From an optimization exercise on the open Yosys and OpenROAD flow, aimed at small area, a short achievable clock period and few clock cycles per item; shortcuts taken in it are not production practice. The RTL was checked by simulation tests, not by an equivalence proof against the original design.

--- config.mk ---
export PLATFORM = sky130hd
export DESIGN_NAME = turbo_dec_top
export DESIGN_NICKNAME = turbo_dec_top
export VERILOG_FILES = /design/flow/design.v
export SDC_FILE = /design/flow/constraint.sdc
export NUM_CORES = 4
export LEC_CHECK = 0
export ABC_AREA = 1
export CAP_MARGIN = 20
export CORE_MARGIN = 2
export CORE_UTILIZATION = 40
export CTS_BUF_LIST = sky130_fd_sc_hd__clkbuf_8
export SLEW_MARGIN = 20
--- constraint.sdc ---
create_clock -name core_clock -period 20.0 [get_ports {clk_p_i}]
set_input_delay 4.0000 -clock core_clock [delete_from_list [all_inputs] [get_ports {clk_p_i}]]
set_output_delay 4.0000 -clock core_clock [all_outputs]
set_load 0.01 [all_outputs]
--- design.v ---
`default_nettype none
package turbo_llr_pkg;
    typedef logic signed [13-1:0] llr_t;
    typedef logic signed [4-1:0]  ch_sample_t;
    typedef logic [5-1:0]      info_bits_t;
    localparam llr_t NEG_INF = {1'b1, {(13-1){1'b0}}};
    function automatic llr_t llr_sat_add(input llr_t a, input llr_t b);
        logic signed [13:0] wide;
        wide = a + b;
        if (wide[13] != wide[13-1]) begin
            llr_sat_add = wide[13] ? 13'({1'b1, {(13-1){1'b0}}})
                                   : 13'({1'b0, {(13-1){1'b1}}});
        end else begin
            llr_sat_add = 13'(wide[13-1:0]);
        end
    endfunction
    function automatic llr_t llr_sat_sub(input llr_t a, input llr_t b);
        logic signed [13:0] wide;
        wide = a - b;
        if (wide[13] != wide[13-1]) begin
            llr_sat_sub = wide[13] ? 13'({1'b1, {(13-1){1'b0}}})
                                   : 13'({1'b0, {(13-1){1'b1}}});
        end else begin
            llr_sat_sub = 13'(wide[13-1:0]);
        end
    endfunction
    function automatic llr_t llr_sat_sub_lo(input llr_t a, input llr_t b);
        logic signed [13:0] wide;
        wide = a - b;
        if (wide[13] != wide[13-1]) begin
            llr_sat_sub_lo = 13'({1'b1, {(13-1){1'b0}}});
        end else begin
            llr_sat_sub_lo = 13'(wide[13-1:0]);
        end
    endfunction
    function automatic llr_t llr_max(input llr_t a, input llr_t b);
        llr_max = (b > a) ? b : a;
    endfunction
    function automatic llr_t ch2(input logic [4-1:0] v);
        ch2 = {{(13-4-1){v[4-1]}}, v, 1'b0};
    endfunction
    function automatic llr_t neg_inf_add(input llr_t x);
        neg_inf_add = x[13-1] ? NEG_INF : {1'b1, x[13-2:0]};
    endfunction
endpackage
`default_nettype wire
`default_nettype none
package turbo_fsm_pkg;
    localparam logic [14:0] PERM = {3'd3, 3'd1, 3'd2, 3'd4, 3'd0};
endpackage
`default_nettype wire
`timescale 1ns/10ps
`default_nettype none
module turbo_input_buffer (
    input  wire logic                     clk_p_i,
    input  wire logic                     reset_n_i,
    input  wire logic                     in_valid_i,
    input  wire logic [4-1:0]   sys_i,
    input  wire logic [4-1:0]   par1_i,
    input  wire logic [4-1:0]   par2_i,
    input  wire logic                     take_i,       
    output logic                          in_ready_o,
    output logic                          stg_full_o,
    output logic [(5 + 2)-1:0][4-1:0] stg_sys_o,
    output logic [(5 + 2)-1:0][4-1:0] stg_par1_o,
    output logic [(5 + 2)-1:0][4-1:0] stg_par2_o,
    output logic [(5 + 2)-1:0][4-1:0] sys_o,
    output logic [(5 + 2)-1:0][4-1:0] par1_o,
    output logic [(5 + 2)-1:0][4-1:0] par2_o
);
    logic [3-1:0] step_q;
    logic                     accept;
    assign accept = in_valid_i && in_ready_o;
    always_ff @(posedge clk_p_i or negedge reset_n_i) begin
        if (!reset_n_i) begin
            step_q     <= '0;
            in_ready_o <= 1'b1;
            stg_full_o <= 1'b0;
        end else begin
            if (accept) begin
                if (step_q == 3'((5 + 2) - 1)) begin
                    step_q     <= '0;
                    stg_full_o <= 1'b1;
                    in_ready_o <= 1'b0;
                end else begin
                    step_q <= step_q + 1'b1;
                end
            end else if (take_i) begin
                stg_full_o <= 1'b0;
                in_ready_o <= 1'b1;
            end
        end
    end
    always_ff @(posedge clk_p_i) begin
        if (accept) begin
            stg_sys_o[step_q]  <= sys_i;
            stg_par1_o[step_q] <= par1_i;
            stg_par2_o[step_q] <= par2_i;
        end
        if (take_i) begin
            sys_o  <= stg_sys_o;
            par1_o <= stg_par1_o;
            par2_o <= stg_par2_o;
        end
    end
endmodule
`default_nettype wire
`timescale 1ns/10ps
`default_nettype none
module acs_fwd (
    input  wire turbo_llr_pkg::llr_t a1_i, a2_i, a3_i,
    input  wire turbo_llr_pkg::llr_t s_i, p_i, sp_i,
    output turbo_llr_pkg::llr_t      a1_o, a2_o, a3_o
);
    turbo_llr_pkg::llr_t d0, d1, d2, d3;
    always_comb begin
        d0 = turbo_llr_pkg::llr_max('0, turbo_llr_pkg::llr_sat_add(a1_i, sp_i));
        d2 = turbo_llr_pkg::llr_max(sp_i, a1_i);
        d3 = turbo_llr_pkg::llr_max(turbo_llr_pkg::llr_sat_add(a2_i, p_i), turbo_llr_pkg::llr_sat_add(a3_i, s_i));
        d1 = turbo_llr_pkg::llr_max(turbo_llr_pkg::llr_sat_add(a2_i, s_i), turbo_llr_pkg::llr_sat_add(a3_i, p_i));
        a1_o = turbo_llr_pkg::llr_sat_sub_lo(d1, d0);
        a2_o = turbo_llr_pkg::llr_sat_sub_lo(d2, d0);
        a3_o = turbo_llr_pkg::llr_sat_sub_lo(d3, d0);
    end
endmodule
module acs_bwd (
    input  wire turbo_llr_pkg::llr_t b1_i, b2_i, b3_i,
    input  wire turbo_llr_pkg::llr_t s_i, p_i, sp_i,
    output turbo_llr_pkg::llr_t      b1_o, b2_o, b3_o,
    output turbo_llr_pkg::llr_t      y01_o, y20_o, y21_o, y30_o, y31_o
);
    turbo_llr_pkg::llr_t d0, d1, d2, d3;
    always_comb begin
        y01_o = turbo_llr_pkg::llr_sat_add(sp_i, b2_i);
        y20_o = turbo_llr_pkg::llr_sat_add(p_i, b3_i);
        y21_o = turbo_llr_pkg::llr_sat_add(s_i, b1_i);
        y30_o = turbo_llr_pkg::llr_sat_add(p_i, b1_i);
        y31_o = turbo_llr_pkg::llr_sat_add(s_i, b3_i);
        d0 = turbo_llr_pkg::llr_max('0, y01_o);
        d1 = turbo_llr_pkg::llr_max(b2_i, sp_i);
        d2 = turbo_llr_pkg::llr_max(y20_o, y21_o);
        d3 = turbo_llr_pkg::llr_max(y30_o, y31_o);
        b1_o = turbo_llr_pkg::llr_sat_sub_lo(d1, d0);
        b2_o = turbo_llr_pkg::llr_sat_sub_lo(d2, d0);
        b3_o = turbo_llr_pkg::llr_sat_sub_lo(d3, d0);
    end
endmodule
module llr_stage1 (
    input  wire turbo_llr_pkg::llr_t a1_i, a2_i, a3_i,
    input  wire turbo_llr_pkg::llr_t sp_i, b2_i,
    input  wire turbo_llr_pkg::llr_t y01_i, y20_i, y21_i, y30_i, y31_i,
    output turbo_llr_pkg::llr_t      m0a_o, m0b_o, m1a_o, m1b_o
);
    always_comb begin
        m0a_o = turbo_llr_pkg::llr_max('0, turbo_llr_pkg::llr_sat_add(a1_i, b2_i));
        m0b_o = turbo_llr_pkg::llr_max(turbo_llr_pkg::llr_sat_add(a2_i, y20_i), turbo_llr_pkg::llr_sat_add(a3_i, y30_i));
        m1a_o = (b2_i >= a1_i) ? y01_i : turbo_llr_pkg::llr_sat_add(a1_i, sp_i);
        m1b_o = turbo_llr_pkg::llr_max(turbo_llr_pkg::llr_sat_add(a2_i, y21_i), turbo_llr_pkg::llr_sat_add(a3_i, y31_i));
    end
endmodule
module siso_maxlog (
    input  wire logic                      clk_p_i,
    input  wire logic                      s0_i,       
    input  wire logic                      newblk_i,   
    input  wire logic [6:1]                cyc_i,      
    input  wire logic                      dec_i,      
    input  wire logic                      first_i,    
    input  wire logic [(5 + 2)-1:0][4-1:0] stg_sys_i,
    input  wire logic [(5 + 2)-1:0][4-1:0] stg_par1_i,
    input  wire logic [(5 + 2)-1:0][4-1:0] sys_i,
    input  wire logic [(5 + 2)-1:0][4-1:0] par1_i,
    input  wire logic [(5 + 2)-1:0][4-1:0] par2_i,
    output logic                           hard_b_o,   
    output logic                           hard_f_o    
);
    localparam logic [14:0] PERM = turbo_fsm_pkg::PERM;
    typedef logic signed [13:0] k_t;
    k_t ext_q [5];
    turbo_llr_pkg::llr_t bg_s_q, bg_sp_q, fg_s_q, fg_sp_q;
    logic [4-1:0] bg_p_q, fg_p_q;
    turbo_llr_pkg::llr_t bg_p, fg_p;
    turbo_llr_pkg::llr_t a1_q, a2_q, a3_q;           
    turbo_llr_pkg::llr_t a1s1_q, a1s2_q;
    turbo_llr_pkg::llr_t b1_q, b2_q, b3_q;           
    turbo_llr_pkg::llr_t b4s1_q, b4s2_q, b4s3_q;     
    turbo_llr_pkg::llr_t mb0a_q, mb0b_q, mb1a_q, mb1b_q;
    turbo_llr_pkg::llr_t mf0a_q, mf0b_q, mf1a_q, mf1b_q;
    function automatic logic [3:0] sys_of(input int k, input logic d);
        sys_of = d ? sys_i[PERM[3*k +: 3]] : sys_i[k];
    endfunction
    function automatic k_t k_of(input int k, input logic d, input logic f);
        k_of = f ? k_t'(turbo_llr_pkg::ch2(sys_of(k, d))) : (d ? ext_q[PERM[3*k +: 3]] : ext_q[k]);
    endfunction
    function automatic turbo_llr_pkg::llr_t s_of(input k_t k);
        if (k[13] != k[13-1])
            s_of = k[13] ? turbo_llr_pkg::NEG_INF : ~turbo_llr_pkg::NEG_INF;
        else
            s_of = k[13-1:0];
    endfunction
    function automatic logic [3:0] par_of(input int k, input logic d);
        par_of = d ? par2_i[k] : par1_i[k];
    endfunction
    k_t bg_apr, fg_apr, g0_apr;
    logic [3:0] bg_sys, bg_par, fg_sys, fg_par;
    turbo_llr_pkg::llr_t bg_s, bg_sp, fg_s, fg_sp, stg_s, stg_sp;
    logic newb;
    assign newb = s0_i || newblk_i;
    always_comb begin
        bg_apr = '0; bg_sys = '0; bg_par = '0;
        if (cyc_i[6]) begin
            bg_apr = k_of(4, ~dec_i, 1'b0); bg_sys = sys_of(4, ~dec_i); bg_par = par_of(4, ~dec_i);
        end else if (cyc_i[1]) begin
            bg_apr = k_of(3, dec_i, first_i); bg_sys = sys_of(3, dec_i); bg_par = par_of(3, dec_i);
        end else if (cyc_i[2]) begin
            bg_apr = k_of(2, dec_i, first_i); bg_sys = sys_of(2, dec_i); bg_par = par_of(2, dec_i);
        end else if (cyc_i[3]) begin
            bg_apr = k_of(1, dec_i, first_i); bg_sys = sys_of(1, dec_i); bg_par = par_of(1, dec_i);
        end else begin
            bg_apr = k_of(0, dec_i, first_i); bg_sys = sys_of(0, dec_i); bg_par = par_of(0, dec_i);
        end
        if (cyc_i[1]) begin
            fg_apr = k_of(1, dec_i, first_i); fg_sys = sys_of(1, dec_i); fg_par = par_of(1, dec_i);
        end else if (cyc_i[2]) begin
            fg_apr = k_of(2, dec_i, first_i); fg_sys = sys_of(2, dec_i); fg_par = par_of(2, dec_i);
        end else if (cyc_i[3]) begin
            fg_apr = k_of(3, dec_i, first_i); fg_sys = sys_of(3, dec_i); fg_par = par_of(3, dec_i);
        end else begin
            fg_apr = k_of(4, dec_i, first_i); fg_sys = sys_of(4, dec_i); fg_par = par_of(4, dec_i);
        end
        g0_apr = k_of(0, dec_i, first_i);
        bg_s  = s_of(bg_apr);
        bg_sp = turbo_llr_pkg::llr_sat_add(bg_s, turbo_llr_pkg::ch2(bg_par));
        stg_s  = turbo_llr_pkg::ch2(stg_sys_i[4]);
        stg_sp = stg_s + turbo_llr_pkg::ch2(stg_par1_i[4]);
        fg_s  = s_of(fg_apr);
        fg_sp = turbo_llr_pkg::llr_sat_add(fg_s, turbo_llr_pkg::ch2(fg_par));
    end
    assign bg_p = turbo_llr_pkg::ch2(bg_p_q);
    assign fg_p = turbo_llr_pkg::ch2(fg_p_q);
    turbo_llr_pkg::llr_t g0_s, g0_p, g0_sp, g0_a13;
    always_comb begin
        g0_s   = s_of(g0_apr);
        g0_p   = turbo_llr_pkg::ch2(par_of(0, dec_i));
        g0_sp  = turbo_llr_pkg::llr_sat_add(g0_s, g0_p);
        g0_a13 = turbo_llr_pkg::neg_inf_add(turbo_llr_pkg::llr_max(g0_s, g0_p));
    end
    function automatic logic [38:0] beta5(input logic [3:0] s5, s6, p5, p6, q5, q6, input logic d);
        turbo_llr_pkg::llr_t x1, x2, x3;
        if (d) begin
            x1 = turbo_llr_pkg::ch2(q5);
            x2 = turbo_llr_pkg::ch2(q6);
            x3 = turbo_llr_pkg::ch2(q5) + turbo_llr_pkg::ch2(q6);
        end else begin
            x1 = turbo_llr_pkg::ch2(s5) + turbo_llr_pkg::ch2(p5);
            x2 = turbo_llr_pkg::ch2(s5) + turbo_llr_pkg::ch2(s6) + turbo_llr_pkg::ch2(p6);
            x3 = turbo_llr_pkg::ch2(p5) + turbo_llr_pkg::ch2(s6) + turbo_llr_pkg::ch2(p6);
        end
        beta5 = {x3, x2, x1};
    endfunction
    logic [38:0] b5_cur, b5_nxt, b5_stg;
    assign b5_cur = beta5(sys_i[5], sys_i[6], par1_i[5], par1_i[6], par2_i[5], par2_i[6], dec_i);
    assign b5_nxt = beta5(sys_i[5], sys_i[6], par1_i[5], par1_i[6], par2_i[5], par2_i[6], ~dec_i);
    assign b5_stg = beta5(stg_sys_i[5], stg_sys_i[6], stg_par1_i[5], stg_par1_i[6], 4'd0, 4'd0, 1'b0);
    turbo_llr_pkg::llr_t bb1, bb2, bb3, bn1, bn2, bn3, by01, by20, by21, by30, by31;
    assign bb1 = b1_q;
    assign bb2 = b2_q;
    assign bb3 = b3_q;
    acs_bwd bwd_i (
        .b1_i(bb1), .b2_i(bb2), .b3_i(bb3), .s_i(bg_s_q), .p_i(bg_p), .sp_i(bg_sp_q),
        .b1_o(bn1), .b2_o(bn2), .b3_o(bn3),
        .y01_o(by01), .y20_o(by20), .y21_o(by21), .y30_o(by30), .y31_o(by31)
    );
    turbo_llr_pkg::llr_t la1, la2, la3, mb0a, mb0b, mb1a, mb1b;
    always_comb begin
        if (cyc_i[3]) begin
            la1 = a1_q; la2 = a2_q; la3 = a3_q;
        end else if (cyc_i[4]) begin
            la1 = a1s1_q; la2 = a1s2_q; la3 = a1s1_q;
        end else begin
            la1 = turbo_llr_pkg::NEG_INF; la2 = turbo_llr_pkg::NEG_INF; la3 = turbo_llr_pkg::NEG_INF;
        end
    end
    llr_stage1 llrb_i (
        .a1_i(la1), .a2_i(la2), .a3_i(la3), .sp_i(bg_sp_q), .b2_i(bb2),
        .y01_i(by01), .y20_i(by20), .y21_i(by21), .y30_i(by30), .y31_i(by31),
        .m0a_o(mb0a), .m0b_o(mb0b), .m1a_o(mb1a), .m1b_o(mb1b)
    );
    turbo_llr_pkg::llr_t fn1, fn2, fn3;
    acs_fwd fwd_i (
        .a1_i(a1_q), .a2_i(a2_q), .a3_i(a3_q), .s_i(fg_s_q), .p_i(fg_p), .sp_i(fg_sp_q),
        .a1_o(fn1), .a2_o(fn2), .a3_o(fn3)
    );
    turbo_llr_pkg::llr_t fb1, fb2, fb3, fy01, fy20, fy21, fy30, fy31, mf0a, mf0b, mf1a, mf1b;
    turbo_llr_pkg::llr_t unused1, unused2, unused3;
    assign fb1 = b4s1_q;
    assign fb2 = b4s2_q;
    assign fb3 = b4s3_q;
    acs_bwd fsum_i (
        .b1_i(fb1), .b2_i(fb2), .b3_i(fb3), .s_i(fg_s_q), .p_i(fg_p), .sp_i(fg_sp_q),
        .b1_o(unused1), .b2_o(unused2), .b3_o(unused3),
        .y01_o(fy01), .y20_o(fy20), .y21_o(fy21), .y30_o(fy30), .y31_o(fy31)
    );
    llr_stage1 llrf_i (
        .a1_i(a1_q), .a2_i(a2_q), .a3_i(a3_q), .sp_i(fg_sp_q), .b2_i(fb2),
        .y01_i(fy01), .y20_i(fy20), .y21_i(fy21), .y30_i(fy30), .y31_i(fy31),
        .m0a_o(mf0a), .m0b_o(mf0b), .m1a_o(mf1a), .m1b_o(mf1b)
    );
    int kb, kf;
    k_t apr_b, apr_f, ext_b, ext_f;
    logic [3:0] sys_b, sys_f;
    always_comb begin
        kb = cyc_i[4] ? 2 : (cyc_i[5] ? 1 : 0);
        kf = cyc_i[5] ? 3 : 4;
        apr_b = k_of(kb, dec_i, first_i);
        sys_b = sys_of(kb, dec_i);
        apr_f = k_of(kf, dec_i, first_i);
        sys_f = sys_of(kf, dec_i);
    end
    extrinsic_unit extb_i (
        .m0a_i(mb0a_q), .m0b_i(mb0b_q), .m1a_i(mb1a_q), .m1b_i(mb1b_q),
        .k_i(apr_b), .sys_i(sys_b), .k_o(ext_b), .hard_o(hard_b_o)
    );
    extrinsic_unit extf_i (
        .m0a_i(mf0a_q), .m0b_i(mf0b_q), .m1a_i(mf1a_q), .m1b_i(mf1b_q),
        .k_i(apr_f), .sys_i(sys_f), .k_o(ext_f), .hard_o(hard_f_o)
    );
    always_ff @(posedge clk_p_i) begin
        if (newb) begin
            bg_s_q  <= stg_s;
            bg_sp_q <= stg_sp;
            bg_p_q  <= stg_par1_i[4];
        end else begin
            bg_s_q  <= bg_s;
            bg_sp_q <= bg_sp;
            bg_p_q  <= bg_par;
        end
        fg_s_q  <= fg_s;
        fg_sp_q <= fg_sp;
        fg_p_q  <= fg_par;
        if (cyc_i[1]) begin
            a1_q <= g0_a13; a2_q <= g0_sp; a3_q <= g0_a13;
        end else begin
            a1_q <= fn1; a2_q <= fn2; a3_q <= fn3;
        end
        if (cyc_i[2]) begin
            a1s1_q <= a1_q; a1s2_q <= a2_q;
        end
        if (newb) begin
            {b3_q, b2_q, b1_q} <= b5_stg;
        end else if (cyc_i[6]) begin
            {b3_q, b2_q, b1_q} <= b5_nxt;
        end else begin
            b1_q <= bn1; b2_q <= bn2; b3_q <= bn3;
        end
        if (cyc_i[1]) begin
            b4s1_q <= bn1; b4s2_q <= bn2; b4s3_q <= bn3;
        end else if (cyc_i[4]) begin
            {b4s3_q, b4s2_q, b4s1_q} <= b5_cur;
        end
        mb0a_q <= mb0a; mb0b_q <= mb0b; mb1a_q <= mb1a; mb1b_q <= mb1b;
        mf0a_q <= mf0a; mf0b_q <= mf0b; mf1a_q <= mf1a; mf1b_q <= mf1b;
        if (cyc_i[4]) ext_q[dec_i ? PERM[3*2 +: 3] : 3'd2] <= ext_b;
        if (cyc_i[5]) begin
            ext_q[dec_i ? PERM[3*1 +: 3] : 3'd1] <= ext_b;
            ext_q[dec_i ? PERM[3*3 +: 3] : 3'd3] <= ext_f;
        end
        if (cyc_i[6]) begin
            ext_q[dec_i ? PERM[3*0 +: 3] : 3'd0] <= ext_b;
            ext_q[dec_i ? PERM[3*4 +: 3] : 3'd4] <= ext_f;
        end
    end
endmodule
`default_nettype wire
`timescale 1ns/10ps
`default_nettype none
module extrinsic_unit (
    input  wire turbo_llr_pkg::llr_t m0a_i,    
    input  wire turbo_llr_pkg::llr_t m0b_i,
    input  wire turbo_llr_pkg::llr_t m1a_i,    
    input  wire turbo_llr_pkg::llr_t m1b_i,
    input  wire logic signed [13:0] k_i,    
    input  wire logic [4-1:0] sys_i,
    output logic signed [13:0] k_o,         
    output logic                     hard_o
);
    localparam int W = 13;
    localparam logic signed [W+1:0] HI = (1 <<< (W - 1)) - 1;
    localparam logic signed [W+1:0] LO = -(1 <<< (W - 1));
    turbo_llr_pkg::llr_t    app, c;
    logic signed [W+1:0]    w, u, t, chi, clo, khi, klo;
    turbo_llr_pkg::llr_t    best0, best1;
    logic signed [W:0]      dapp;
    always_comb begin
        best0 = turbo_llr_pkg::llr_max(m0a_i, m0b_i);
        best1 = turbo_llr_pkg::llr_max(m1a_i, m1b_i);
        dapp  = (W+1)'(best1) - (W+1)'(best0);
        if (dapp > HI) app = HI[W-1:0];
        else if (dapp < LO) app = LO[W-1:0];
        else app = dapp[W-1:0];
        hard_o = ~dapp[W];
    end
    always_comb begin
        c   = turbo_llr_pkg::ch2(sys_i);
        w   = (W+2)'(c) - (W+2)'(k_i);
        u   = (W+2)'(app) + w;
        t   = (W+2)'(app) - (W+2)'(k_i);
        chi = HI + (W+2)'(c);
        clo = LO + (W+2)'(c);
        khi = (c >= 0) ? HI : chi;
        klo = (c > 0) ? clo : LO;
        if (u > HI) k_o = (W+1)'(khi);
        else if (u < LO) k_o = (W+1)'(klo);
        else if (t > HI) k_o = (W+1)'(chi);
        else if (t < LO) k_o = (W+1)'(clo);
        else k_o = (W+1)'(u);
    end
endmodule
`default_nettype wire
`timescale 1ns/10ps
`default_nettype none
module turbo_ctrl (
    input  wire logic                      clk_p_i,
    input  wire logic                      reset_n_i,
    input  wire logic                      stg_full_i,
    input  wire logic                      hard_b_i,
    input  wire logic                      hard_f_i,
    output logic                           take_o,     
    output logic                           s0_o,       
    output logic                           newblk_o,   
    output logic [6:1]                     cyc_o,
    output logic                           dec_o,
    output logic                           first_o,
    output turbo_llr_pkg::info_bits_t      dec_bits_o,
    output logic                           done_o
);
    localparam logic [14:0] PERM = turbo_fsm_pkg::PERM;
    logic                       run_q;
    logic [4-1:0]   iter_q;
    turbo_llr_pkg::info_bits_t  hard1_q;
    turbo_llr_pkg::info_bits_t  hard2_q;
    turbo_llr_pkg::info_bits_t  hard2_nat;
    logic                       stop;
    assign s0_o     = !run_q && stg_full_i;
    assign newblk_o = run_q && cyc_o[6] && dec_o && stop && stg_full_i;
    assign take_o   = s0_o || newblk_o;
    always_comb begin
        hard2_nat = hard2_q;
        hard2_nat[PERM[3*0 +: 3]] = hard_b_i;
        hard2_nat[PERM[3*4 +: 3]] = hard_f_i;
        stop = (hard2_nat == hard1_q) || (iter_q == 4'(10 - 1));
    end
    always_ff @(posedge clk_p_i or negedge reset_n_i) begin
        if (!reset_n_i) begin
            run_q      <= 1'b0;
            cyc_o      <= '0;
            dec_o      <= 1'b0;
            first_o    <= 1'b0;
            iter_q     <= '0;
            done_o     <= 1'b0;
            dec_bits_o <= '0;
        end else begin
            done_o <= 1'b0;
            if (run_q && cyc_o[6] && dec_o && stop) begin
                done_o     <= 1'b1;
                dec_bits_o <= hard2_nat;
            end
            if (take_o) begin
                run_q   <= 1'b1;
                cyc_o   <= 6'b000001;
                dec_o   <= 1'b0;
                first_o <= 1'b1;
                iter_q  <= '0;
            end else if (run_q) begin
                if (!cyc_o[6]) begin
                    cyc_o <= {cyc_o[5:1], 1'b0};
                end else if (!dec_o) begin
                    cyc_o   <= 6'b000001;
                    dec_o   <= 1'b1;
                    first_o <= 1'b0;
                end else if (stop) begin
                    run_q      <= 1'b0;
                    cyc_o      <= '0;
                end else begin
                    cyc_o  <= 6'b000001;
                    dec_o  <= 1'b0;
                    iter_q <= iter_q + 1'b1;
                end
            end
        end
    end
    always_ff @(posedge clk_p_i) begin
        if (!dec_o) begin
            if (cyc_o[4]) hard1_q[2] <= hard_b_i;
            if (cyc_o[5]) begin hard1_q[1] <= hard_b_i; hard1_q[3] <= hard_f_i; end
            if (cyc_o[6]) begin hard1_q[0] <= hard_b_i; hard1_q[4] <= hard_f_i; end
        end else begin
            if (cyc_o[4]) hard2_q[PERM[3*2 +: 3]] <= hard_b_i;
            if (cyc_o[5]) begin
                hard2_q[PERM[3*1 +: 3]] <= hard_b_i;
                hard2_q[PERM[3*3 +: 3]] <= hard_f_i;
            end
        end
    end
endmodule
`default_nettype wire
`timescale 1ns/10ps
`default_nettype none
module turbo_dec_top (
    input  wire logic                      clk_p_i,
    input  wire logic                      reset_n_i,
    input  wire logic                      in_valid_i,
    input  wire turbo_llr_pkg::ch_sample_t sys_i,
    input  wire turbo_llr_pkg::ch_sample_t par1_i,
    input  wire turbo_llr_pkg::ch_sample_t par2_i,
    output logic                           in_ready_o,
    output turbo_llr_pkg::info_bits_t      dec_bits_o,
    output logic                           done_o
);
    logic                      take, s0, newblk;
    logic                      stg_full;
    logic [6:1]                cyc;
    logic                      dec;
    logic                      first;
    logic                      hard_b, hard_f;
    logic [(5 + 2)-1:0][4-1:0]  stg_sys, stg_par1, stg_par2;
    logic [(5 + 2)-1:0][4-1:0]  sys_blk, par1_blk, par2_blk;
    turbo_input_buffer buffer_i (
        .clk_p_i(clk_p_i), .reset_n_i(reset_n_i), .in_valid_i(in_valid_i),
        .sys_i(sys_i), .par1_i(par1_i), .par2_i(par2_i), .take_i(take),
        .in_ready_o(in_ready_o), .stg_full_o(stg_full),
        .stg_sys_o(stg_sys), .stg_par1_o(stg_par1), .stg_par2_o(stg_par2),
        .sys_o(sys_blk), .par1_o(par1_blk), .par2_o(par2_blk)
    );
    turbo_ctrl ctrl_i (
        .clk_p_i(clk_p_i), .reset_n_i(reset_n_i), .stg_full_i(stg_full),
        .hard_b_i(hard_b), .hard_f_i(hard_f),
        .take_o(take), .s0_o(s0), .newblk_o(newblk), .cyc_o(cyc), .dec_o(dec), .first_o(first),
        .dec_bits_o(dec_bits_o), .done_o(done_o)
    );
    siso_maxlog siso_i (
        .clk_p_i(clk_p_i), .s0_i(s0), .newblk_i(newblk), .cyc_i(cyc), .dec_i(dec), .first_i(first),
        .stg_sys_i(stg_sys), .stg_par1_i(stg_par1),
        .sys_i(sys_blk), .par1_i(par1_blk), .par2_i(par2_blk),
        .hard_b_o(hard_b), .hard_f_o(hard_f)
    );
endmodule
`default_nettype wire
--- flow/run.sh ---
#!/bin/bash
# The standard layout, with the timing repair asked to leave a setup
# margin so that it also works on paths that already meet the clock
set -euo pipefail
export SETUP_SLACK_MARGIN=14
export SKIP_GATE_CLONING=1
bash standard.sh > standard.log 2>&1
--- standard.sh ---
#!/bin/bash
# synth_recipe.tcl (not shown) runs the flow's synth.tcl, then flattens the netlist and writes it again
# the make line also repeats each setting of config.mk as NAME=value (left out here)
make -C /OpenROAD-flow-scripts/flow DESIGN_CONFIG=/design/flow/config.mk WORK_HOME=/design/flow/orfs CLKGATE_MAP_FILE= SYNTH_SCRIPT=/design/flow/synth_recipe.tcl "${@:-finish}"
==> out/results.tsv, run 1 <==
metric	value	unit
layoutNonFillerInstCount	11872	
worst_slew_pin_slew	1230	ps
final_critical_path_setup_slack	13260	ps
mappedNetlistArea	62500	µm²
hp-class	reg -> reg	
ys_ff_latch	577	
cts_root_buffer	clkbuf_8	
yosys_warn_count	7	
num_vias	67443	
dpl_cell_area	65100	µm²
grt_start_max_net_pins	88	
grt_antenna_before_repair	9	
initial_standard_cell_utilization_of_the_core	40.2	%
die_y	399	µm
most_common_cell_after_layout_fill_and_taps_aside	nand2_1	
master_of_the_slowest_instance_on_the_critical_path	o21ai_0	
stdcell_area	83800	µm²
relSlewSlack	16.9	%
max-cap-violations	0	
number_of_standard_cells_after_synthesis	9059	
viasPerCell	5.68	
detail-route-antenna-nets	0	
htree_num_levels	3	
synth_largest_area_cell	ha_1	
hold_ws	439	ps
finalWeightedCongestion	1.02	
finalCritPeriodShare	33.7	%
drv_slew	0	
globalRouteOverflowTotal	0	
worst-endpoint-required	20800	ps
start_kind	register	
synthesis.area_per_instance	6.90	µm²
kind_of_critical_path	reg -> reg	
boundaryPins	22	
run_status	no timing/DRC/antenna violations	
insertion_delay	880	ps
hold_viol	0	
grt_first_pass_wirelength	384	mm
cts_inserted_buffers	109	
routed_wire_length_per_instance	22.6	µm
synth_largest_type_area_fraction	17.1	%
dieArea	159000	µm²
r2r-start	siso_i.bg_p_q[3]$_DFF_P_	
hp-start	buffer_i.stg_par1_o[11]$_DFFE_PP_	
cts_max_path_buffers	3	
cts_tree	yes	
routed_wirelength	268	mm
core_area	156000	µm²
detail_route.iter0.violations	6210	
worstPathArrival	7540	ps
timing.critical_path.mode_cell	buf_4	
vias_in_the_first_global_route	62812	
drive_gt1_share	28.4	%
synth_enable_flop_cells	311	
leading_register_cell_type_out_of_synthesis	edfxtp_1	
fin_skew	81.4	ps
synthDistinctLibCells	68	
worst_setup_path_startpoint	siso_i.bg_p_q[3]$_DFF_P_	
async_reset_ff_share	4.16	%
nNetsFinal	10681	
most-common-layout-cells	nand2_1, inv_1, a21oi_1	
floorplan.die.width	399	µm
grt_util_all_layers	31.6	%
critPathCaptureType	register	
placement_rows	145	
setup_viol_count_final	0	
synth_sequential_area_ratio	23.6	%
cts-hold-fix-buffers	0	
worst_path_max_stage_delay	730	ps
fmax	0.148	GHz
rsz0062_at_grt	yes	
detailed_place_hpwl	198	mm
io_buffers	21	
final_period_minus_worst_setup_slack	6740	ps
cts_clock_pin_slew_for_the_worst_setup_and_hold_paths	80	ps
setup_tns	0	ps
area_growth_syn_to_layout	34.0	%
post-place-ws	11940	ps
synth_area_leaders	ha_1, edfxtp_1, nand2_1, dfxtp_1, inv_1	
post-route-drc-count	0	
worst-path-max-fanout	6	
clock-sinks	577	
placed_cells_incl_taps	10965	
firstDrtPassIters	8	
[flip-flops by register name (all words and copies together) (netlist names), 28 cells and up]
register             flops
buffer_i.stg_par1_o     28
buffer_i.stg_par2_o     28
buffer_i.sys_o          28
buffer_i.stg_sys_o      28
siso_i.ext_q            70
buffer_i.par2_o         28
buffer_i.par1_o         28
[cells by family after synthesis]
kind of cell | after synthesis | share of synthesized area [%]
AND/OR/NAND/NOR | 3660 | 24.4
AO/OA/AOI/OAI | 2073 | 18.3
buffers and inverters | 1482 | 9.09
adder cells (fa/ha/maj) | 946 | 20.0
flip-flops | 577 | 23.6
XOR/XNOR | 316 | 4.43
multiplexers | 3 | 0.0500
other | 2 | 0.0120
[critical path, delay by kind of cell, from the launching register on]
| family | cells | cell delay (ps) |
|---|---|---|
| AOI/OAI and AO/OA | 8 | 1710 |
| xor gates and xnor gates | 2 | 320 |
| adders and majority gates | 4 | 1190 |
| buffers and inverters | 18 | 2250 |
| DFF | 1 | 390 |
| and+or+nand+nor | 11 | 830 |
[per-layer routing]
| metal | up-vias | GRT usage [%] | share of wire, % |
|---|---|---|---|
| li1 | 31729 | - | - |
| met1 | 32088 | 42.0 | 41 |
| met2 | 2955 | 49.6 | 44 |
| met3 | 669 | 5.77 | 8.9 |
| met4 | 2 | 14.7 | 5.7 |
| met5 | - | 0 | 0.0048 |
[Yosys cell counts (12+ instances only)]
master     count
nand2_1     2178
inv_1       1224
ha_1         855
o21ai_0      832
a21oi_1      800
nor2_1       578
nand3_1      513
edfxtp_1     311
dfxtp_1      242
xor2_1       240
clkbuf_1     152
nor3_1       110
or2_2        110
nand4_1      100
fa_1          91
o22ai_1       79
xnor2_1       76
o21bai_1      62
buf_2         50
o31ai_1       40
o211ai_1      36
a21o_1        29
a31oi_1       29
nand2_2       24
dfrtp_1       23
buf_1         22
a21boi_0      21
a211oi_1      19
o21a_1        17
clkinv_1      16
o2111ai_1     15
o221ai_1      15
a22o_1        13
a22oi_1       13
nor4_1        12
o21ai_1       12
[layout make-up]
type / count / area [µm²]
antenna: 3 / 7.51
clock buffer: 126 / 1730
clock inverter: 76 / 658
fill: 14438 / 71900
inverter: 1249 / 4890
multi-input combinational: 7006 / 51900
sequential: 577 / 15000
tap: 2058 / 2570
timing repair buffer: 777 / 7010
[timing repair]
item | in CTS | in global routing
endpoints found under the setup margin | 303 | 284
buffers inserted | 484 | 216
pin swaps | 432 | 569
gates resized for setup | 1656 | 1077
endpoints found under the hold margin | 0 | 0
[through the flow]
step                      util (%)
after floorplan                  -
after global placement        41.8
after detailed placement      41.8
after CTS                     49.8
after global routing          53.8
final                         53.8
[path summary, 6_finish.rpt]
check	to	slack [ps]	cells after the start
worst max-delay path	siso_i.b2_q[5]$_DFF_P_	13260	43
worst min-delay path	buffer_i.par1_o[11]$_DFFE_PP_	440	0
worst max register to register	siso_i.b2_q[5]$_DFF_P_	13260	43
worst min register to register	buffer_i.par1_o[11]$_DFFE_PP_	440	0
max in group asynchronous	ctrl_i.dec_o$_DFFE_PN0P_	16020	2
min in group asynchronous	ctrl_i.dec_bits_o[0]$_DFFE_PN0P_	3570	2
Testbench counts, summed over its fixed seeds: cycles 48,036, items 1,920.
==> run 2: changes to the inputs <==
==> flow/run.sh (replaced) <==
#!/bin/bash
# The standard layout, with the timing repair asked to leave a setup
# margin so that it also works on paths that already meet the clock
set -euo pipefail
export SETUP_SLACK_MARGIN=13
export SKIP_GATE_CLONING=1
bash standard.sh > standard.log 2>&1
==> out/results.tsv, run 2 <==
metric	value	unit	change
routed_wirelength	252	mm	-6.1%
mappedNetlistArea	62500	µm²	unchanged
io_buffers	21		unchanged
initial_standard_cell_utilization_of_the_core	40.2	%	unchanged
placed_cells_incl_taps	10960		-0.046%
floorplan.die.width	399	µm	unchanged
boundaryPins	22		unchanged
grt_util_all_layers	30.2	%	-1.4 points
hold_viol	0		unchanged
die_y	399	µm	unchanged
cts_max_path_buffers	3		unchanged
grt_antenna_before_repair	10		+1
synth_largest_type_area_fraction	17.1	%	unchanged
synth_area_leaders	ha_1, edfxtp_1, nand2_1, dfxtp_1, inv_1		
final.fill_count	16032		+11%
timing.critical_path.mode_cell	nand2_1		
sequential_cell_area	14900	µm²	-0.53%
nNetsFinal	10153		-4.9%
synthDistinctLibCells	68		unchanged
rsz0062_at_grt	yes		
async_reset_ff_share	4.16	%	unchanged
worst_slew_pin_slew	1220	ps	-9.98 ps
drive_gt1_share	12.6	%	-16 points
grt_start_max_net_pins	95		+8.0%
stdcell_area	72000	µm²	-14%
setup_viol_count_final	0		unchanged
core_area	156000	µm²	unchanged
detailed_place_hpwl	201	mm	+1.5%
viasPerCell	5.59		-1.5%
insertion_delay	900	ps	+20 ps
most_common_cell_after_layout_fill_and_taps_aside	nand2_1		
worst_path_max_stage_delay	380	ps	-350 ps
largest_reg_flops	70		unchanged
cts_inserted_buffers	105		-3.7%
max-cap-violations	0		unchanged
drv_slew	0		unchanged
cts_tree	yes		
cts-hold-fix-buffers	0		unchanged
num_vias	63435		-5.9%
worst-endpoint-required	20730	ps	-70 ps
relSlewSlack	18.0	%	+1.0 points
critPathCaptureType	register		
dpl_cell_area	64800	µm²	-0.48%
placement_rows	145		unchanged
finalCritPeriodShare	34.1	%	+0.36 points
kind_of_critical_path	reg -> reg		
run_status	no timing/DRC/antenna violations		
number_of_standard_cells_after_synthesis	9059		unchanged
synth_sequential_area_ratio	23.6	%	unchanged
fin_skew	97.7	ps	+16.3 ps
synth_largest_area_cell	ha_1		
cts_root_buffer	clkbuf_8		
synthesis.area_per_instance	6.90	µm²	unchanged
hp-class	reg -> reg		
yosys_warn_count	7		unchanged
detail-route-antenna-nets	0		unchanged
start_kind	register		
cts_clock_pin_slew_for_the_worst_setup_and_hold_paths	60	ps	-20 ps
layoutNonFillerInstCount	11342		-4.5%
detail_route.iter0.violations	6330		+1.9%
master_of_the_slowest_instance_on_the_critical_path	dfxtp_4		
dieArea	159000	µm²	unchanged
firstDrtPassIters	9		+1
worst-path-max-fanout	8		+2
finalWeightedCongestion	1.03		+1.3%
most-common-layout-cells	nand2_1, inv_1, ha_1		
clock-sinks	577		unchanged
ys_ff_latch	577		unchanged
fmax	0.147	GHz	-1.1%
area_growth_syn_to_layout	15.2	%	
synth_enable_flop_cells	311		unchanged
globalRouteOverflowTotal	0		unchanged
routed_wire_length_per_instance	22.2	µm	-1.7%
vias_in_the_first_global_route	58015		-7.6%
total_area_of_multi_input_combinational_cells	45400	µm²	-13%
post-route-drc-count	0		unchanged
htree_num_levels	3		unchanged
worstPathArrival	7540	ps	about the same
final_period_minus_worst_setup_slack	6810	ps	+72.1 ps
most_instantiated_library_cell_after_synthesis	nand2_1		
yosys-top-cells-count	nand2_1, inv_1, ha_1, o21ai_0, a21oi_1		
setup_tns	0	ps	unchanged
leading_register_cell_type_out_of_synthesis	edfxtp_1		
grt_first_pass_wirelength	363	mm	-5.3%
-- run 2: area by class of cell --
| cell class | count | area share (%) |
|---|---|---|
| Clock buffer | 116 | 2.22 |
| Tap cell | 2058 | 3.58 |
| Multi-Input combinational cell | 7006 | 63.1 |
| Inverter | 1249 | 6.62 |
| Antenna cell | 3 | 0.0104 |
| Timing Repair Buffer | 253 | 2.98 |
| Clock inverter | 80 | 0.837 |
| Sequential cell | 577 | 20.7 |
-- run 2: kinds of logic (layout without fill, tap and decap cells) --
family,after synthesis,count (layout),synth area share (%)
xor+xnor,316,316,4.43
simple gates,3660,3660,24.4
compound gates,2073,2073,18.3
mux,3,3,0.0500
fa+ha+maj,946,946,20.0
flops,577,577,23.6
buf+inv,1482,1698,9.09
other cells,2,11,0.0120
-- run 2: timing repair --
action                                  CTS  global route
pin swaps                                13           168
cloned                                    0             0
endpoints found under the setup margin  214           241
gates resized for setup                 209           725
setup buffers                            27           156
-- run 2: worst paths after layout --
check / startpoint / endpoint / slack (ps) / cells after the start
max: siso_i.bg_p_q[3]$_DFF_P_ / siso_i.mb0b_q[6]$_DFF_P_ / 13190 / 43
min: buffer_i.stg_sys_o[5]$_DFFE_PP_ / buffer_i.sys_o[5]$_DFFE_PP_ / 410 / 0
max reg2reg: siso_i.bg_p_q[3]$_DFF_P_ / siso_i.mb0b_q[6]$_DFF_P_ / 13190 / 43
min reg2reg: buffer_i.stg_sys_o[5]$_DFFE_PP_ / buffer_i.sys_o[5]$_DFFE_PP_ / 410 / 0
max in group asynchronous: reset_n_i / ctrl_i.dec_o$_DFFE_PN0P_ / 16000 / 2
min in group asynchronous: reset_n_i / ctrl_i.cyc_o[1]$_DFFE_PN0P_ / 3540 / 2
-- run 2: through the flow --
stage	worst slack (ps)	util [%]	hold WS, ps
3_3_place_gp	11540	41.6	424
5_1_grt	12810	46.3	448
2_1_floorplan	13360	-	420
4_1_cts	13000	43.6	418
6_report	13190	46.3	406
3_5_place_dp	11480	41.6	428
-- run 2: worst max-delay path, delay by kind of cell (launching register included) --
family	cells	cell delay (ps)
adder cells (fa/ha/maj)	6	1720
XOR/XNOR	3	530
buffers and inverters	8	980
AO/OA/AOI/OAI	11	1610
AND/OR/NAND/NOR	15	1450
flip-flops	1	380
-- run 2: metal layers --
metal	GRT usage, %	up-vias	routed length (µm)
met2	46.3	2569	108000
met4	13.1	0	13000
met5	0	-	0
li1	-	30633	-
met1	42.1	29760	111000
met3	4.30	473	19900
==> run 3: changes to the inputs <==
--- a/design.v
+++ b/design.v
@@ -164,7 +164,6 @@
     input  wire logic                      newblk_i,   
     input  wire logic [6:1]                cyc_i,      
     input  wire logic                      dec_i,      
-    input  wire logic                      first_i,    
     input  wire logic [(5 + 2)-1:0][4-1:0] stg_sys_i,
     input  wire logic [(5 + 2)-1:0][4-1:0] stg_par1_i,
     input  wire logic [(5 + 2)-1:0][4-1:0] sys_i,
@@ -188,8 +187,8 @@
     function automatic logic [3:0] sys_of(input int k, input logic d);
         sys_of = d ? sys_i[PERM[3*k +: 3]] : sys_i[k];
     endfunction
-    function automatic k_t k_of(input int k, input logic d, input logic f);
-        k_of = f ? k_t'(turbo_llr_pkg::ch2(sys_of(k, d))) : (d ? ext_q[PERM[3*k +: 3]] : ext_q[k]);
+    function automatic k_t k_of(input int k, input logic d);
+        k_of = d ? ext_q[PERM[3*k +: 3]] : ext_q[k];
     endfunction
     function automatic turbo_llr_pkg::llr_t s_of(input k_t k);
         if (k[13] != k[13-1])
@@ -208,26 +207,26 @@
     always_comb begin
         bg_apr = '0; bg_sys = '0; bg_par = '0;
         if (cyc_i[6]) begin
-            bg_apr = k_of(4, ~dec_i, 1'b0); bg_sys = sys_of(4, ~dec_i); bg_par = par_of(4, ~dec_i);
+            bg_apr = k_of(4, ~dec_i); bg_sys = sys_of(4, ~dec_i); bg_par = par_of(4, ~dec_i);
         end else if (cyc_i[1]) begin
-            bg_apr = k_of(3, dec_i, first_i); bg_sys = sys_of(3, dec_i); bg_par = par_of(3, dec_i);
+            bg_apr = k_of(3, dec_i); bg_sys = sys_of(3, dec_i); bg_par = par_of(3, dec_i);
         end else if (cyc_i[2]) begin
-            bg_apr = k_of(2, dec_i, first_i); bg_sys = sys_of(2, dec_i); bg_par = par_of(2, dec_i);
+            bg_apr = k_of(2, dec_i); bg_sys = sys_of(2, dec_i); bg_par = par_of(2, dec_i);
         end else if (cyc_i[3]) begin
-            bg_apr = k_of(1, dec_i, first_i); bg_sys = sys_of(1, dec_i); bg_par = par_of(1, dec_i);
+            bg_apr = k_of(1, dec_i); bg_sys = sys_of(1, dec_i); bg_par = par_of(1, dec_i);
         end else begin
-            bg_apr = k_of(0, dec_i, first_i); bg_sys = sys_of(0, dec_i); bg_par = par_of(0, dec_i);
+            bg_apr = k_of(0, dec_i); bg_sys = sys_of(0, dec_i); bg_par = par_of(0, dec_i);
         end
         if (cyc_i[1]) begin
-            fg_apr = k_of(1, dec_i, first_i); fg_sys = sys_of(1, dec_i); fg_par = par_of(1, dec_i);
+            fg_apr = k_of(1, dec_i); fg_sys = sys_of(1, dec_i); fg_par = par_of(1, dec_i);
         end else if (cyc_i[2]) begin
-            fg_apr = k_of(2, dec_i, first_i); fg_sys = sys_of(2, dec_i); fg_par = par_of(2, dec_i);
+            fg_apr = k_of(2, dec_i); fg_sys = sys_of(2, dec_i); fg_par = par_of(2, dec_i);
         end else if (cyc_i[3]) begin
-            fg_apr = k_of(3, dec_i, first_i); fg_sys = sys_of(3, dec_i); fg_par = par_of(3, dec_i);
+            fg_apr = k_of(3, dec_i); fg_sys = sys_of(3, dec_i); fg_par = par_of(3, dec_i);
         end else begin
-            fg_apr = k_of(4, dec_i, first_i); fg_sys = sys_of(4, dec_i); fg_par = par_of(4, dec_i);
+            fg_apr = k_of(4, dec_i); fg_sys = sys_of(4, dec_i); fg_par = par_of(4, dec_i);
         end
-        g0_apr = k_of(0, dec_i, first_i);
+        g0_apr = k_of(0, dec_i);
         bg_s  = s_of(bg_apr);
         bg_sp = turbo_llr_pkg::llr_sat_add(bg_s, turbo_llr_pkg::ch2(bg_par));
         stg_s  = turbo_llr_pkg::ch2(stg_sys_i[4]);
@@ -311,9 +310,9 @@
     always_comb begin
         kb = cyc_i[4] ? 2 : (cyc_i[5] ? 1 : 0);
         kf = cyc_i[5] ? 3 : 4;
-        apr_b = k_of(kb, dec_i, first_i);
+        apr_b = k_of(kb, dec_i);
         sys_b = sys_of(kb, dec_i);
-        apr_f = k_of(kf, dec_i, first_i);
+        apr_f = k_of(kf, dec_i);
         sys_f = sys_of(kf, dec_i);
     end
     extrinsic_unit extb_i (
@@ -368,6 +367,11 @@
             ext_q[dec_i ? PERM[3*0 +: 3] : 3'd0] <= ext_b;
             ext_q[dec_i ? PERM[3*4 +: 3] : 3'd4] <= ext_f;
         end
+        if (newb) begin
+            for (int i = 0; i < 5; i++) begin
+                ext_q[i] <= k_t'(turbo_llr_pkg::ch2(stg_sys_i[i]));
+            end
+        end
     end
 endmodule
 `default_nettype wire
@@ -429,7 +433,6 @@
     output logic                           newblk_o,   
     output logic [6:1]                     cyc_o,
     output logic                           dec_o,
-    output logic                           first_o,
     output turbo_llr_pkg::info_bits_t      dec_bits_o,
     output logic                           done_o
 );
@@ -454,7 +457,6 @@
             run_q      <= 1'b0;
             cyc_o      <= '0;
             dec_o      <= 1'b0;
-            first_o    <= 1'b0;
             iter_q     <= '0;
             done_o     <= 1'b0;
             dec_bits_o <= '0;
@@ -468,7 +470,6 @@
                 run_q   <= 1'b1;
                 cyc_o   <= 6'b000001;
                 dec_o   <= 1'b0;
-                first_o <= 1'b1;
                 iter_q  <= '0;
             end else if (run_q) begin
                 if (!cyc_o[6]) begin
@@ -476,7 +477,6 @@
                 end else if (!dec_o) begin
                     cyc_o   <= 6'b000001;
                     dec_o   <= 1'b1;
-                    first_o <= 1'b0;
                 end else if (stop) begin
                     run_q      <= 1'b0;
                     cyc_o      <= '0;
@@ -520,7 +520,6 @@
     logic                      stg_full;
     logic [6:1]                cyc;
     logic                      dec;
-    logic                      first;
     logic                      hard_b, hard_f;
     logic [(5 + 2)-1:0][4-1:0]  stg_sys, stg_par1, stg_par2;
     logic [(5 + 2)-1:0][4-1:0]  sys_blk, par1_blk, par2_blk;
@@ -534,11 +533,11 @@
     turbo_ctrl ctrl_i (
         .clk_p_i(clk_p_i), .reset_n_i(reset_n_i), .stg_full_i(stg_full),
         .hard_b_i(hard_b), .hard_f_i(hard_f),
-        .take_o(take), .s0_o(s0), .newblk_o(newblk), .cyc_o(cyc), .dec_o(dec), .first_o(first),
+        .take_o(take), .s0_o(s0), .newblk_o(newblk), .cyc_o(cyc), .dec_o(dec),
         .dec_bits_o(dec_bits_o), .done_o(done_o)
     );
     siso_maxlog siso_i (
-        .clk_p_i(clk_p_i), .s0_i(s0), .newblk_i(newblk), .cyc_i(cyc), .dec_i(dec), .first_i(first),
+        .clk_p_i(clk_p_i), .s0_i(s0), .newblk_i(newblk), .cyc_i(cyc), .dec_i(dec),
         .stg_sys_i(stg_sys), .stg_par1_i(stg_par1),
         .sys_i(sys_blk), .par1_i(par1_blk), .par2_i(par2_blk),
         .hard_b_o(hard_b), .hard_f_o(hard_f)
==> flow/run.sh (replaced) <==
#!/bin/bash
# The standard layout, with the timing repair asked to leave a setup
# margin so that it also works on paths that already meet the clock
set -euo pipefail
export SETUP_SLACK_MARGIN=12.5
export SKIP_GATE_CLONING=1
bash standard.sh > standard.log 2>&1
==> out/results.tsv, run 3 <==
metric	value	unit	change
hp-class	reg -> reg		
vias_in_the_first_global_route	54974		-5.2%
worst-path-max-fanout	12		+4
synth_largest_type_area_fraction	17.6	%	+0.51 points
synthDistinctLibCells	63		-7.4%
synth_largest_area_cell	ha_1		
routed_wirelength	234	mm	-7.0%
synthesis.area_per_instance	7.05	µm²	+2.1%
cts_tree	yes		
worstPathArrival	7820	ps	+280 ps
regToRegSetupSlack	12760	ps	-420 ps
synth_sequential_area_ratio	24.4	%	+0.75 points
start_kind	register		
setup_tns	0	ps	unchanged
initial_standard_cell_utilization_of_the_core	40.3	%	+0.18 points
insertion_delay	900	ps	about the same
relSlewSlack	14.6	%	-3.3 points
detail_route.iter0.violations	5859		-7.4%
grt_first_pass_wirelength	341	mm	-6.3%
clock-sinks	576		-0.17%
yosys_warn_count	7		unchanged
hold_ws	414	ps	+8.03 ps
r2r-start	siso_i.bg_p_q[3]$_DFF_P_		
synth_area_leaders	ha_1, edfxtp_1, nand2_1, o21ai_0, dfxtp_1		
most-common-layout-cells	nand2_1, inv_1, o21ai_0		
die_y	393	µm	-1.6%
io_buffers	21		unchanged
post-route-drc-count	0		unchanged
grt_start_max_net_pins	78		-18%
finalWeightedCongestion	1.00		-3.3%
worst-endpoint-required	20590	ps	-140 ps
fmax	0.138	GHz	-5.8%
num_vias	60059		-5.3%
critPathCaptureType	register		
worst_path_max_stage_delay	570	ps	+190 ps
cts-hold-fix-buffers	0		unchanged
total_area_of_multi_input_combinational_cells	41900	µm²	-7.7%
worstRegToRegCells	36		-16%
hold_viol	0		unchanged
htree_num_levels	3		unchanged
fin_skew	108	ps	+10.2 ps
max-cap-violations	0		unchanged
sequential_cell_area	14800	µm²	-0.60%
cts_max_path_buffers	3		unchanged
drive_gt1_share	9.51	%	-3.1 points
worst_setup_path_startpoint	siso_i.bg_p_q[3]$_DFF_P_		
viasPerCell	5.56		-0.63%
yosys-top-cells-count	nand2_1, inv_1, o21ai_0, ha_1, a21oi_1		
mappedNetlistArea	60500	µm²	-3.2%
final_period_minus_worst_setup_slack	7240	ps	+422 ps
synth_enable_flop_cells	311		unchanged
most_common_cell_after_layout_fill_and_taps_aside	nand2_1		
firstDrtPassIters	6		-3
routed_wire_length_per_instance	21.7	µm	-2.4%
most_instantiated_library_cell_after_synthesis	nand2_1		
detailed_place_hpwl	189	mm	-5.9%
master_of_the_slowest_instance_on_the_critical_path	o21ai_0		
detail-route-antenna-nets	0		unchanged
drv_slew	0		unchanged
cts_inserted_buffers	104		-0.95%
cts_root_buffer	clkbuf_8		
placement_rows	142		-2.1%
kind_of_critical_path	reg -> reg		
capture_instance_of_the_worst_register_to_register_path	siso_i.b4s2_q[1]$_DFFE_PP_		
final.fill_count	15484		-3.4%
setup_viol_count_final	0		unchanged
area_growth_syn_to_layout	12.6	%	
ys_ff_latch	576		-0.17%
async_reset_ff_share	3.99	%	-0.17 points
nNetsFinal	9661		-4.8%
core_area	150000	µm²	-3.7%
grt_util_all_layers	29.3	%	-0.85 points
leading_register_cell_type_out_of_synthesis	edfxtp_1		
grt_antenna_before_repair	11		+1
run_status	no timing/DRC/antenna violations		
finalCritPeriodShare	36.2	%	+2.1 points
worst_slew_pin_slew	1270	ps	+44.1 ps
largest_reg_flops	70		unchanged
floorplan.die.width	393	µm	-1.6%
dieArea	154000	µm²	-3.2%
rsz0062_at_grt	yes		
timing.critical_path.mode_cell	nand2_1		
globalRouteOverflowTotal	0		unchanged
timing.critical_path.to	siso_i.b4s2_q[1]$_DFFE_PP_		
cts_clock_pin_slew_for_the_worst_setup_and_hold_paths	60	ps	about the same
number_of_standard_cells_after_synthesis	8585		-5.2%
boundaryPins	22		unchanged
## run 3: cell count changes in the layout (fill, tap and decap cells not counted), sizes merged, moves of 20 or more
cell,delta
a21oi,-53
nor2,-56
nand2,-340
o21ai,+142
nand3,-97
buf,-20
or2,-48
o22ai,-40
## run 3: worst min path at each step
stage | startpoint | endpoint | slack, ps | depth (start not counted)
CTS | buffer_i.stg_par1_o[11]$_DFFE_PP_ | buffer_i.par1_o[11]$_DFFE_PP_ | 400 | 0
floorplan | buffer_i.stg_par1_o[10]$_DFFE_PP_ | buffer_i.par1_o[10]$_DFFE_PP_ | 420 | 0
finish | buffer_i.stg_par1_o[11]$_DFFE_PP_ | buffer_i.par1_o[11]$_DFFE_PP_ | 410 | 0
global placement | buffer_i.stg_par1_o[12]$_DFFE_PP_ | buffer_i.par1_o[12]$_DFFE_PP_ | 420 | 0
detailed placement | buffer_i.stg_par1_o[6]$_DFFE_PP_ | buffer_i.par1_o[6]$_DFFE_PP_ | 430 | 0
global route | buffer_i.stg_par1_o[11]$_DFFE_PP_ | buffer_i.par1_o[11]$_DFFE_PP_ | 420 | 0
## run 3: cell families after synthesis
| group | after synthesis | synth area share (%) |
|---|---|---|
| and+or+nand+nor | 3138 | 21.7 |
| AOI/OAI and AO/OA | 2126 | 19.2 |
| buffers and inverters | 1466 | 9.24 |
| adders and majority gates | 943 | 20.6 |
| DFF | 576 | 24.4 |
| xor gates and xnor gates | 330 | 4.78 |
| muxes | 4 | 0.0662 |
| other | 2 | 0.0124 |
## run 3: layout make-up
class,count,share of cell area (%)
clock inverters,63,0.704
clock buffers,129,2.61
repair buffers,232,2.77
flip-flops and latches,576,21.7
multi-input cells,6549,61.5
well taps,2016,3.70
diodes,2,0.00735
inverters,1240,6.93
## run 3: per-stage QoR
stage          std cells  utilization, %  worst slack, ps  area, µm²
2_1_floorplan       8591               -            12650      60500
3_3_place_gp       10455            41.8            11430      62700
3_5_place_dp       10457            41.9            11270      62800
4_1_cts            10688            43.9            12440      65800
5_1_grt            10806            45.4            12430      68100
6_report           10807            45.4            12760      68100
## run 3: per-layer routing
metal  track usage [%]  wire [µm]  up-vias
met4              16.0      14600        4
met2              44.9      99900     2274
li1                  -          -    29161
met1              39.9     103000    28166
met3              3.96      17100      454
met5                 0         27        -
## run 3: worst max-delay path, delay by kind of cell, from the launching register on
kind | cells | cell delay [ps]
compound gates | 9 | 1770
buf+inv | 7 | 920
simple gates | 13 | 1800
xor+xnor | 2 | 470
fa+ha+maj | 5 | 1620
flops | 1 | 390
## run 3: what timing repair did
action,in CTS,in global routing
pin swaps,17,98
endpoints found under the setup margin,214,223
buffers inserted,39,116
gates resized for setup,200,405
Testbench counts of run 3, summed over its fixed seeds: cycles 48,036, items 1,920.
==> run 4: changes to the inputs <==
==> flow/run.sh (replaced) <==
#!/bin/bash
# The standard layout, with the timing repair asked to leave a setup
# margin so that it also works on paths that already meet the clock
set -euo pipefail
export SETUP_SLACK_MARGIN=13
export SKIP_GATE_CLONING=1
bash standard.sh > standard.log 2>&1
==> out/results.tsv, run 4 <==
metric	value	unit	change
rsz0062_at_grt	yes		
final_period_minus_worst_setup_slack	7200	ps	-38.1 ps
worstRegToRegCells	43		+19%
dieArea	154000	µm²	unchanged
critPathCaptureType	register		
drive_gt1_share	18.6	%	+9.1 points
stdcell_area	73800	µm²	+8.3%
viasPerCell	5.59		+0.64%
worst_path_dominant_cell_family	simple AND/OR/NAND/NOR gates		
start_kind	register		
nNetsFinal	9915		+2.6%
detailed_place_hpwl	189	mm	+0.15%
boundaryPins	22		unchanged
finalCritPeriodShare	36.0	%	-0.19 points
grt_util_all_layers	30.1	%	+0.78 points
synthesis.area_per_instance	7.05	µm²	unchanged
grt_start_max_net_pins	62		-21%
worst-path-max-fanout	8		-4
most_instantiated_library_cell_after_synthesis	nand2_1		
vias_in_the_first_global_route	57144		+3.9%
drv_slew	0		unchanged
crit_buf_inv	10		+3
clock-sinks	576		unchanged
leading_register_cell_type_out_of_synthesis	edfxtp_1		
hp-start	buffer_i.stg_par2_o[14]$_DFFE_PP_		
cts_root_buffer	clkbuf_8		
grt_antenna_before_repair	16		+5
hold_viol	0		unchanged
cts_max_path_buffers	3		unchanged
synth_sequential_area_ratio	24.4	%	unchanged
firstDrtPassIters	6		unchanged
most_common_cell_after_layout_fill_and_taps_aside	nand2_1		
master_of_the_slowest_instance_on_the_critical_path	or4_1		
cts_inserted_buffers	106		+1.9%
detail-route-antenna-nets	0		unchanged
grt_first_pass_wirelength	351	mm	+3.0%
synth_area_leaders	ha_1, edfxtp_1, nand2_1, o21ai_0, dfxtp_1		
cts-hold-fix-buffers	0		unchanged
fmax	0.139	GHz	+0.53%
die_y	393	µm	unchanged
htree_num_levels	3		unchanged
detail_route.iter0.violations	5502		-6.1%
hold_depth	0		unchanged
capture_instance_of_the_worst_register_to_register_path	siso_i.b3_q[4]$_DFF_P_		
yosys_warn_count	7		unchanged
cts_clock_pin_slew_for_the_worst_setup_and_hold_paths	70	ps	about the same
worst_slew_pin_slew	1300	ps	+28.9 ps
r2r-start	siso_i.bg_p_q[3]$_DFF_P_		
ys_ff_latch	576		unchanged
synth_largest_area_cell	ha_1		
post-route-drc-count	0		unchanged
max-cap-violations	0		unchanged
number_of_standard_cells_after_synthesis	8585		unchanged
routed_wire_length_per_instance	22.0	µm	+1.6%
mappedNetlistArea	60500	µm²	unchanged
globalRouteOverflowTotal	0		unchanged
setup_viol_count_final	0		unchanged
most-common-layout-cells	nand2_1, inv_1, o21ai_0		
setup_tns	0	ps	unchanged
area_growth_syn_to_layout	21.9	%	
regToRegSetupSlack	12800	ps	+40 ps
fin_skew	60.5	ps	-47.4 ps
insertion_delay	850	ps	-50 ps
worstPathArrival	7870	ps	+50 ps
async_reset_ff_share	3.99	%	unchanged
kind_of_critical_path	reg -> reg		
hp-class	reg -> reg		
worst-endpoint-required	20670	ps	+80 ps
floorplan.die.width	393	µm	unchanged
dpl_cell_area	62900	µm²	+0.14%
run_status	no timing/DRC/antenna violations		
synth_enable_flop_cells	311		unchanged
initial_standard_cell_utilization_of_the_core	40.3	%	unchanged
worst_path_max_stage_delay	420	ps	-150 ps
largest_reg_flops	70		unchanged
relSlewSlack	12.7	%	-1.9 points
core_area	150000	µm²	unchanged
worst_hold_path.endpoint	buffer_i.par2_o[14]$_DFFE_PP_		
routed_wirelength	244	mm	+4.1%
cts_tree	yes		
io_buffers	21		unchanged
synthDistinctLibCells	63		unchanged
num_vias	61895		+3.1%
placement_rows	142		unchanged
synth_largest_type_area_fraction	17.6	%	unchanged
postLayoutCoreUtil	49.2	%	+3.8 points
finalWeightedCongestion	0.998		-0.19%
yosys-top-cells-count	nand2_1, inv_1, o21ai_0, ha_1, a21oi_1		
timing.critical_path.mode_cell	nand2_1		
[run 4: cell families after synthesis]
logic type	Yosys count	synth area share, %
DFF	576	24.4
adders and majority gates	943	20.6
other	2	0.0124
muxes	4	0.0662
AOI/OAI and AO/OA	2126	19.2
xor gates and xnor gates	330	4.78
buffers and inverters	1466	9.24
and+or+nand+nor	3138	21.7
[run 4: worst reg2reg max path: cells and delay by family (launching register included)]
kind	cells	cell delay [ps]
flip-flops	1	370
buffers and inverters	10	1170
AND/OR/NAND/NOR	18	2480
adder cells (fa/ha/maj)	5	1520
AO/OA/AOI/OAI	9	1260
XOR/XNOR	1	220
[run 4: worst max-delay path by stage]
stage,from,end,depth (start not counted)
finish,siso_i.bg_p_q[3]$_DFF_P_,siso_i.b3_q[4]$_DFF_P_,43
global route,siso_i.bg_p_q[3]$_DFF_P_,siso_i.b4s3_q[4]$_DFFE_PP_,46
CTS,siso_i.b4s1_q[1]$_DFFE_PP_,siso_i.mf0b_q[0]$_DFF_P_,40
detailed placement,siso_i.fg_p_q[3]$_DFF_P_,siso_i.mf0b_q[0]$_DFF_P_,42
global placement,siso_i.fg_p_q[3]$_DFF_P_,siso_i.mf0b_q[0]$_DFF_P_,42
floorplan,siso_i.b4s1_q[0]$_SDFFCE_PN0P_,siso_i.mf1b_q[12]$_DFF_P_,45
[run 4: final cells by class]
class,count,area [µm²]
antenna,3,7.51
clock buffer,123,1690
clock inverter,75,463
fill,14782,76200
inverter,1240,4780
multi-input combinational,6549,45500
sequential,576,14800
tap,2016,2520
timing repair buffer,484,3960
[run 4: per-stage QoR]
step	setup WS, ps	hold slack (ps)	cells
floorplan	13030	420	8591
global placement	11480	424	10470
detailed placement	11330	430	10470
CTS	12960	430	10839
global route	12580	449	11064
finish	12800	430	11066
[run 4: timing repair]
| action | 4_1_cts | 5_1_grt |
|---|---|---|
| setup endpoints to repair | 263 | 263 |
| buffers inserted | 171 | 224 |
| pin swaps | 116 | 401 |
| resized for setup | 557 | 1027 |
[run 4: metal layers]
metal	global-route usage, %	routed length (µm)	vias to the layer above
met5	0	25	-
met4	16.0	15300	4
met3	4.15	19100	556
met2	47.2	107000	2563
met1	40.1	103000	29087
li1	-	-	29685

[port drivers added, routing unchanged]
The flow's constraints put no driver on any port. The routed layouts listed below were extracted and timed again, unchanged, in two steps.
Step 1, drivers: a clkbuf_16 drives clk_p_i and a buf_2 each remaining input, both assumed.
Step 2 moves the port delays by t, midway between the first and last clock arrival at a register: inputs arrive t later, outputs are due t later. That takes back most of the time a late clock gives input paths.
a / b / c = ideal ports / drivers / drivers and shift; a / b = the first two.
| run | t, ns | slack for setup (ns) | hold slack, ns | latest minus earliest clock arrival (ns) | cell pins on the clock port's net |
|---|---|---|---|---|---|
| run 1 | 0.911 | 13.258 / 13.258 / 13.258 | 0.439 / 0.439 / 0.439 | 0.081 / 0.081 | 1 |
| run 2 | 0.921 | 13.186 / 13.186 / 13.186 | 0.406 / 0.406 / 0.406 | 0.098 / 0.098 | 1 |
| run 3 | 0.930 | 12.764 / 12.764 / 12.764 | 0.414 / 0.414 / 0.414 | 0.108 / 0.107 | 1 |
| run 4 | 0.898 | 12.802 / 12.802 / 12.802 | 0.430 / 0.430 / 0.430 | 0.060 / 0.060 | 1 |
After both steps every run listed still meets setup and hold.
